What follows belongs to an exercise in optimizing a design on an open flow for small area; a production flow would make more cautious choices. In this exercise RTL edits were held to simulation tests only and were not proved equivalent to the original. No activity file was given, so power comes from the tool's default toggle rates.

== run A ==
// regfile_sb
module regfile_sb
#(
  parameter  int DATA_W = rv_regfile_pkg::DEF_DATA_W,
  parameter  int DEPTH  = rv_regfile_pkg::DEF_DEPTH,
  parameter  int NUM_RD = 2,
  localparam int AW     = rv_regfile_pkg::calc_aw(DEPTH)
) (
  input  logic                     clk,
  input  logic                     reset,
  input  logic                     we,
  input  logic [AW-1:0]            wr_addr,
  input  logic [DATA_W-1:0]        wr_data,
  input  logic [NUM_RD*AW-1:0]     rd_addr,
  output logic [NUM_RD*DATA_W-1:0] rd_data,
  output logic [NUM_RD-1:0]        rd_busy,
  input  logic                     iss_valid,
  input  logic [AW-1:0]            iss_addr,
  output logic [AW:0]              pend_cnt,
  output logic                     all_clear
);
Settings: LEC_CHECK=0, CAP_MARGIN=20, CORE_MARGIN=2, CORE_UTILIZATION=50, SETUP_SLACK_MARGIN=0.1, SLEW_MARGIN=20, SYNTH_HIERARCHICAL=1, SYNTH_MINIMUM_KEEP_SIZE=0; clock period 4.7 ns.
standard.sh (not shown) runs the stock make flow with config.mk's settings and CLKGATE_MAP_FILE= SYNTH_SCRIPT=/design/flow/synth_recipe.tcl, a recipe that flattens the netlist after the stock synthesis.
==> flow/flow/run.sh <==
#!/bin/bash
set -e
export CTS_ARGS="-sink_clustering_enable -repair_clock_nets -dont_use_dummy_load -buf_list {sky130_fd_sc_hd__clkbuf_8} -sink_clustering_size 14 -sink_clustering_max_diameter 120"
export BUFFER_PORTS_ARGS="-buffer_cell sky130_fd_sc_hd__buf_2"
bash standard.sh > standard.log 2>&1
Edits applied to the flow inputs when going from run A to run B:
- changing CORE_UTILIZATION from 50 to 40
- changing SETUP_SLACK_MARGIN from 0.1 to 0.2
==> flow/flow/run.sh <==
#!/bin/bash
set -e
export CTS_ARGS="-sink_clustering_enable -repair_clock_nets -dont_use_dummy_load -buf_list {sky130_fd_sc_hd__clkbuf_16} -sink_clustering_size 25 -sink_clustering_max_diameter 150"
export GPL_KEEP_OVERFLOW=0
export BUFFER_PORTS_ARGS="-buffer_cell sky130_fd_sc_hd__buf_2"
bash standard.sh > standard.log 2>&1
Results
Vias: run B more than run A. Sum of routed wire length over all layers (run B vs. run A) increases by a little under 10%. Looking at met1 global-route usage, run B sits 12 points below run A. After synthesis and placement, the instance count of run B is above that of run A. The run with more setup slack is run B; run A has less. Per the comparison of run B with run A, global-route usage fell by 5.6 points, final standard cell area without fillers rose 1.3%, cell count along the critical path went up by 1.
### run B -> run C
- putting GPL_TIMING_DRIVEN at 0 where nothing was set
- swapping 0.2 for 0.1 in SETUP_SLACK_MARGIN
diff --git a/flow/flow/run.sh b/flow/flow/run.sh
--- a/flow/flow/run.sh
+++ b/flow/flow/run.sh
@@ -4 +3,0 @@
-export GPL_KEEP_OVERFLOW=0
Results
- STATUS run=run C STAGES=ALL_DONE FINAL_CHECKS=FAILED CAUSE=setup timing
- Run C against run B: fraction of area in clock buffers and inverters about even, met3 usage in global routing went down 0.48 points.
- Run B has lower area growth from synthesis to final layout than run C.
- Diff run B -> run C | global-route wire length before repair | decrease of about 1.5%
- Summary — mean routed wirelength per cell, run C relative to run B: higher, by about 1.6%.
- Run C gives more time the worst path needs with I/O delays and setup than run B did.
## Diff of input files: run D against run C
- GPL_TIMING_DRIVEN no longer set, was 0
- CORE_UTILIZATION now 50, was 40
- SETUP_SLACK_MARGIN now 0.18, was 0.1
diff --git a/flow/flow/run.sh b/flow/flow/run.sh
--- a/flow/flow/run.sh
+++ b/flow/flow/run.sh
@@ -4 +4 @@
-export BUFFER_PORTS_ARGS="-buffer_cell sky130_fd_sc_hd__buf_2"
+export BUFFER_PORTS_ARGS="-buffer_cell sky130_fd_sc_hd__buf_1"
### Flow results
- Relative to run C, the achievable frequency measured on run D has increased by a few percent.
- Run D: done, clean on timing, DRC and antenna
- | portion of the clock cycle consumed by the worst path in the final layout | run D vs run C | 3.4 points lower |
- Between run D and run C, the power drawn by the clock network does not differ in any meaningful way.
- Initial antenna violation count is lower on run D
- Diff run C -> run D | power | down slightly
- The slack of the critical path of run D is higher than that of run C.
- Number of buffers added to fix hold violations after cts delta (run C -> run D): insignificant
- As far as count of buffers from port buffering goes, run C and run D are indistinguishable; the numbers are identical.
- Note that the total length of routed wires recorded for run C amounts to 1.14 times the value seen in run D.
- Relative to run C, clock power share has increased by 0.4 points in run D.


## v57
The RTL this note starts from:
==> flow/design.v <==
package rv_regfile_pkg;
  localparam int DEF_DATA_W = 32;
  localparam int DEF_DEPTH  = 32;
  localparam int REG_ZERO   = 0;
  function automatic int calc_aw(input int depth);
    if (depth < 2) calc_aw = 1;
    else calc_aw = $clog2(depth);
  endfunction
endpackage
module regfile_sb_pend
#(
  parameter int DEPTH = rv_regfile_pkg::DEF_DEPTH,
  parameter int AW    = rv_regfile_pkg::calc_aw(DEPTH)
) (
  input  logic             clk,
  input  logic             reset,
  input  logic [DEPTH-1:1] setr,
  input  logic [DEPTH-1:1] clr_n,
  input  logic [DEPTH-1:1] wen,
  input  logic             iss_valid,
  input  logic [AW-1:0]    iss_addr,
  input  logic [AW-1:0]    wr_addr,
  output logic [DEPTH-1:1] pend_n,
  output logic [AW:0]      pend_cnt
);
  localparam int CW = AW + 1;
  logic             inc, dec, hit_w;
  logic [CW-1:0]    cnt_nxt;
  for (genvar r = 1; r < DEPTH; r++) begin : g_pend
    always_ff @(posedge clk)
      pend_n[r] <= (pend_n[r] || wen[r]) && !setr[r];
  end
  regfile_sb_ao31 u_inc (.d(pend_n), .s(setr), .y(inc));
  regfile_sb_oa31 u_hit (.dn(pend_n), .sn(clr_n), .y(hit_w));
  always_comb begin
    dec     = hit_w && !(iss_valid && (iss_addr == wr_addr));
    cnt_nxt = pend_cnt + CW'(inc) - CW'(dec);
  end
  always_ff @(posedge clk) begin
    if (reset)
      pend_cnt <= '0;
    else
      pend_cnt <= cnt_nxt;
  end
endmodule
module regfile_sb
#(
  parameter  int DATA_W = rv_regfile_pkg::DEF_DATA_W,
  parameter  int DEPTH  = rv_regfile_pkg::DEF_DEPTH,
  parameter  int NUM_RD = 2,
  localparam int AW     = rv_regfile_pkg::calc_aw(DEPTH)
) (
  input  logic                     clk,
  input  logic                     reset,
  input  logic                     we,
  input  logic [AW-1:0]            wr_addr,
  input  logic [DATA_W-1:0]        wr_data,
  input  logic [NUM_RD*AW-1:0]     rd_addr,
  output logic [NUM_RD*DATA_W-1:0] rd_data,
  output logic [NUM_RD-1:0]        rd_busy,
  input  logic                     iss_valid,
  input  logic [AW-1:0]            iss_addr,
  output logic [AW:0]              pend_cnt,
  output logic                     all_clear
);
  logic [DEPTH-1:1][DATA_W-1:0] mem_n;
  logic [DEPTH-1:1]             pend_n;
  logic [DEPTH-1:1]             setr, clr_n, wen;
  logic [AW:0]                  cnt_q;
  logic [DATA_W-1:0]            wd_n;
  always_comb begin
    for (int r = 1; r < DEPTH; r++) begin
      setr[r]  = !reset && iss_valid && (iss_addr == AW'(r));
      clr_n[r] = !(we && (wr_addr == AW'(r)));
      wen[r]   = reset || !clr_n[r];
    end
  end
  regfile_sb_pend #(.DEPTH(DEPTH), .AW(AW)) u_pend (
    .clk       (clk),
    .reset     (reset),
    .setr      (setr),
    .clr_n     (clr_n),
    .wen       (wen),
    .iss_valid (iss_valid),
    .iss_addr  (iss_addr),
    .wr_addr   (wr_addr),
    .pend_n    (pend_n),
    .pend_cnt  (cnt_q)
  );
  assign wd_n = ~wr_data | {DATA_W{reset}};
  for (genvar r = 1; r < DEPTH; r++) begin : g_reg
    always_ff @(posedge clk) begin
      if (wen[r])
        mem_n[r] <= wd_n;
    end
  end
  assign pend_cnt  = reset ? '0 : cnt_q;
  assign all_clear = (pend_cnt == '0);
  for (genvar i = 0; i < NUM_RD; i++) begin : g_rd
    logic [AW-1:0]    a;
    logic [DEPTH-1:1] sel_n;
    assign a = rd_addr[i*AW +: AW];
    always_comb begin
      for (int r = 1; r < DEPTH; r++)
        sel_n[r] = reset || (a != AW'(r));
    end
    for (genvar k = 0; k <= DATA_W; k++) begin : g_bit
      logic [DEPTH-1:1] col;
      logic             y;
      for (genvar r = 1; r < DEPTH; r++) begin : g_col
        if (k < DATA_W) begin : g_d
          assign col[r] = mem_n[r][k];
        end else begin : g_b
          assign col[r] = pend_n[r];
        end
      end
      regfile_sb_oa31 u_oa (.dn(col), .sn(sel_n), .y(y));
      if (k < DATA_W) begin : g_od
        assign rd_data[i*DATA_W + k] = y;
      end else begin : g_ob
        assign rd_busy[i] = y;
      end
    end
  end
endmodule
module regfile_sb_oa31 (
  input  logic [30:0] dn,
  input  logic [30:0] sn,
  output logic        y
);
  logic [15:0] t;
  logic [7:0]  u;
  logic [1:0]  v;
  for (genvar g = 0; g < 15; g++) begin : g_oai
    regfile_sb_oai22 u_g (
      .a1(dn[2*g]),   .a2(sn[2*g]),
      .b1(dn[2*g+1]), .b2(sn[2*g+1]),
      .y (t[g])
    );
  end
  regfile_sb_nor2 u_t15 (.a(dn[30]), .b(sn[30]), .y(t[15]));
  regfile_sb_or16 u_y (.t(t), .y(y));
endmodule
module regfile_sb_oai22 (
  input  logic a1, a2, b1, b2,
  output logic y
);
  assign y = !((a1 || a2) && (b1 || b2));
endmodule
module regfile_sb_nor2 (
  input  logic a, b,
  output logic y
);
  assign y = !(a || b);
endmodule
module regfile_sb_nand4 (
  input  logic a, b, c, d,
  output logic y
);
  assign y = !(a && b && c && d);
endmodule
module regfile_sb_or2 (
  input  logic a, b,
  output logic y
);
  assign y = a || b;
endmodule
module regfile_sb_or16 (
  input  logic [15:0] t,
  output logic        y
);
  assign y = |t;
endmodule
module regfile_sb_ao31 (
  input  logic [30:0] d,
  input  logic [30:0] s,
  output logic        y
);
  logic [10:0] n;
  logic [2:0]  o;
  for (genvar g = 0; g < 10; g++) begin : g_aoi
    regfile_sb_aoi222 u_g (
      .a1(d[3*g]),   .a2(s[3*g]),
      .b1(d[3*g+1]), .b2(s[3*g+1]),
      .c1(d[3*g+2]), .c2(s[3*g+2]),
      .y (n[g])
    );
  end
  regfile_sb_nand2 u_n30 (.a(d[30]), .b(s[30]), .y(n[10]));
  regfile_sb_nand4 u_o0 (.a(n[0]), .b(n[1]), .c(n[2]),  .d(n[3]), .y(o[0]));
  regfile_sb_nand4 u_o1 (.a(n[4]), .b(n[5]), .c(n[6]),  .d(n[7]), .y(o[1]));
  regfile_sb_nand3 u_o2 (.a(n[8]), .b(n[9]), .c(n[10]), .y(o[2]));
  regfile_sb_or3   u_y  (.a(o[0]), .b(o[1]), .c(o[2]),  .y(y));
endmodule
module regfile_sb_aoi222 (
  input  logic a1, a2, b1, b2, c1, c2,
  output logic y
);
  assign y = !((a1 && a2) || (b1 && b2) || (c1 && c2));
endmodule
module regfile_sb_nand2 (
  input  logic a, b,
  output logic y
);
  assign y = !(a && b);
endmodule
module regfile_sb_nand3 (
  input  logic a, b, c,
  output logic y
);
  assign y = !(a && b && c);
endmodule
module regfile_sb_or3 (
  input  logic a, b, c,
  output logic y
);
  assign y = a || b || c;
endmodule
export LEC_CHECK = 0
export CAP_MARGIN = 20
export CORE_MARGIN = 2
export CORE_UTILIZATION = 50
export SETUP_SLACK_MARGIN = 0.1
export SLEW_MARGIN = 20
export SYNTH_HIERARCHICAL = 1
export SYNTH_MINIMUM_KEEP_SIZE = 0
create_clock -name core_clock -period 4.7 [get_ports {clk}]
==> flow/flow/run.sh <==
#!/bin/bash
set -e
export CTS_ARGS="-sink_clustering_enable -repair_clock_nets -dont_use_dummy_load -buf_list {sky130_fd_sc_hd__clkbuf_16} -sink_clustering_size 25 -sink_clustering_max_diameter 150"
export BUFFER_PORTS_ARGS="-buffer_cell sky130_fd_sc_hd__buf_2"
bash standard.sh > standard.log 2>&1
v57 went all the way through the flow, and no timing, DRC or antenna check failed.
Changes in v16 relative to v57:
# v57
export LEC_CHECK = 0
export CAP_MARGIN = 20
export CORE_MARGIN = 2
export CORE_UTILIZATION = 50
export SETUP_SLACK_MARGIN = 0.1
export SLEW_MARGIN = 20
export SYNTH_HIERARCHICAL = 1
export SYNTH_MINIMUM_KEEP_SIZE = 0
create_clock -name core_clock -period 4.7 [get_ports {clk}]
# v16
export LEC_CHECK = 0
export CAP_MARGIN = 20
export CORE_MARGIN = 2
export CORE_UTILIZATION = 40
export CTS_BUF_LIST = sky130_fd_sc_hd__clkbuf_16
export CTS_CLUSTER_DIAMETER = 150
export CTS_CLUSTER_SIZE = 25
export SETUP_SLACK_MARGIN = 0.2
export SLEW_MARGIN = 20
export SYNTH_HIERARCHICAL = 1
export SYNTH_MINIMUM_KEEP_SIZE = 0
create_clock -name core_clock -period 4.7 [get_ports {clk}]
==> flow/run.sh (new file) <==
#!/bin/bash
# synth_recipe.tcl (not shown) runs the flow's synth.tcl, then flattens the netlist and writes it again
# the make line also repeats each setting of config.mk as NAME=value (left out here)
make -C /OpenROAD-flow-scripts/flow DESIGN_CONFIG=/design/flow/config.mk WORK_HOME=/design/flow/orfs CLKGATE_MAP_FILE= SYNTH_SCRIPT=/design/flow/synth_recipe.tcl finish
removed: flow/flow/run.sh
removed: flow/standard.sh
### Flow results
- Per the comparison of v16 with v57, total routed wirelength now larger; met1 wire length now larger; worst hold slack across all endpoints now larger; logic gate share of total power now larger.
- v57 has a lower floorplan die height than v16.
Input-level comparison between v40 and v16:
# v16
export LEC_CHECK = 0
export CAP_MARGIN = 20
export CORE_MARGIN = 2
export CORE_UTILIZATION = 40
export CTS_BUF_LIST = sky130_fd_sc_hd__clkbuf_16
export CTS_CLUSTER_DIAMETER = 150
export CTS_CLUSTER_SIZE = 25
export SETUP_SLACK_MARGIN = 0.2
export SLEW_MARGIN = 20
export SYNTH_HIERARCHICAL = 1
export SYNTH_MINIMUM_KEEP_SIZE = 0
create_clock -name core_clock -period 4.7 [get_ports {clk}]
# v40
export LEC_CHECK = 0
export CAP_MARGIN = 20
export CORE_MARGIN = 2
export CORE_UTILIZATION = 40
export SETUP_SLACK_MARGIN = 0.1
export SLEW_MARGIN = 20
export SYNTH_HIERARCHICAL = 1
export SYNTH_MINIMUM_KEEP_SIZE = 0
create_clock -name core_clock -period 4.7 [get_ports {clk}]
==> flow/flow/run.sh (new file) <==
#!/bin/bash
set -e
export CTS_ARGS="-sink_clustering_enable -repair_clock_nets -dont_use_dummy_load -buf_list {sky130_fd_sc_hd__clkbuf_16} -sink_clustering_size 25 -sink_clustering_max_diameter 150"
export GPL_KEEP_OVERFLOW=0
export BUFFER_PORTS_ARGS="-buffer_cell sky130_fd_sc_hd__buf_2"
bash standard.sh > standard.log 2>&1
==> flow/standard.sh (new file) <==
#!/bin/bash
# synth_recipe.tcl (not shown) runs the flow's synth.tcl, then flattens the netlist and writes it again
# the make line also repeats each setting of config.mk as NAME=value (left out here)
make -C /OpenROAD-flow-scripts/flow DESIGN_CONFIG=/design/flow/config.mk WORK_HOME=/design/flow/orfs CLKGATE_MAP_FILE= SYNTH_SCRIPT=/design/flow/synth_recipe.tcl "${@:-finish}"
removed: flow/run.sh
| v40 | all stages done | FAIL | negative setup slack |. v40 against v16: global-route total usage across every layer now sits higher; count of hold buffers inserted by post-cts repair did not really move. Final area: v40 and v16 compared, lower one is v40. The power attributed to the clock group in v40 sits about 2% below the value recorded for v16. Total power for v40 is lower than for v16. Origin of the worst setup path = reset: v40; origin of the worst setup path = rd_addr[2]: v16.
## Diff of input files: v58 against v40
# v40
export LEC_CHECK = 0
export CAP_MARGIN = 20
export CORE_MARGIN = 2
export CORE_UTILIZATION = 40
export SETUP_SLACK_MARGIN = 0.1
export SLEW_MARGIN = 20
export SYNTH_HIERARCHICAL = 1
export SYNTH_MINIMUM_KEEP_SIZE = 0
create_clock -name core_clock -period 4.7 [get_ports {clk}]
# v58
export LEC_CHECK = 0
export CAP_MARGIN = 0
export CORE_MARGIN = 2
export CORE_UTILIZATION = 60
export SETUP_SLACK_MARGIN = 0.1
export SLEW_MARGIN = 0
export SYNTH_HIERARCHICAL = 1
export SYNTH_MINIMUM_KEEP_SIZE = 0
create_clock -name core_clock -period 4.7 [get_ports {clk}]
==> flow/flow/run.sh <==
#!/bin/bash
set -e
export CTS_ARGS="-sink_clustering_enable -repair_clock_nets -dont_use_dummy_load -buf_list {sky130_fd_sc_hd__clkbuf_16} -sink_clustering_size 20 -sink_clustering_max_diameter 120"
export BUFFER_PORTS_ARGS="-buffer_cell sky130_fd_sc_hd__buf_2"
bash standard.sh > standard.log 2>&1
Notes after the runs:
- Relative to v40, time the final worst path needs with I/O delays and setup has gone down in v58.
- Number of placed instances, taps included: higher on v40
- In the reports for v58 and v40, the larger number of non-clock buffers in the layout belongs to v58.
- Between v58 and v40, the final worst-path cycle share is higher for v40.
- v58 finished all stages; the layout is clean.
- Compared to v40, the router laid down less metal wire for v58.
- NOTE: clock edge transition at the registers on the reported setup and hold paths in v58 falls short of that of v40

[what the ideal ports hide]
How much do the figures lean on ideal ports? The routed layouts below were timed once more, with nothing changed but the port constraints.
Step 1 sets driving cells, clkbuf_16 on the clock port and buf_2 on the other inputs (assumed; they add their load-dependent delay and slew).
Step 2 times the ports against the registers' clock, not the clock port: input delays grow and output delays shrink by t, the midpoint of the rising clock arrivals with the driver on.
Slacks: ideal ports / drivers / drivers and shift; pairs: ideal ports / drivers.
run | t, ns | slack for setup (ns) | worst setup path at the end | clock arrival spread, ns | worst data-port slew with drivers (ns)
run A | 0.768 | 0.083 / 0.059 / 0.059 | input to output | 0.056 / 0.055 | 0.04
run B | 0.681 | 0.117 / 0.085 / -0.036 | input to register | 0.075 / 0.076 | 0.07
run C | 0.691 | -0.060 / -0.080 / -0.159 | input to register | 0.070 / 0.070 | 0.07
run D | 0.699 | 0.101 / 0.074 / 0.074 | input to output | 0.065 / 0.065 | 0.04
v57 | 0.676 | 0.100 / 0.073 / 0.073 | input to output | 0.084 / 0.084 | 0.04
v16 | 0.710 | 0.223 / 0.182 / 0.104 | input to register | 0.047 / 0.047 | 0.05
v40 | 0.678 | -0.009 / -0.040 / -0.072 | input to register | 0.074 / 0.074 | 0.06
v58 | 0.709 | 0.168 / 0.143 / 0.143 | input to output | 0.052 / 0.051 | 0.10
With both steps, setup timing fails in run B, where it was met with ideal ports. For run B, which loses most, drivers alone change the setup slack by -0.032 ns; drivers and shift together by -0.153 ns.
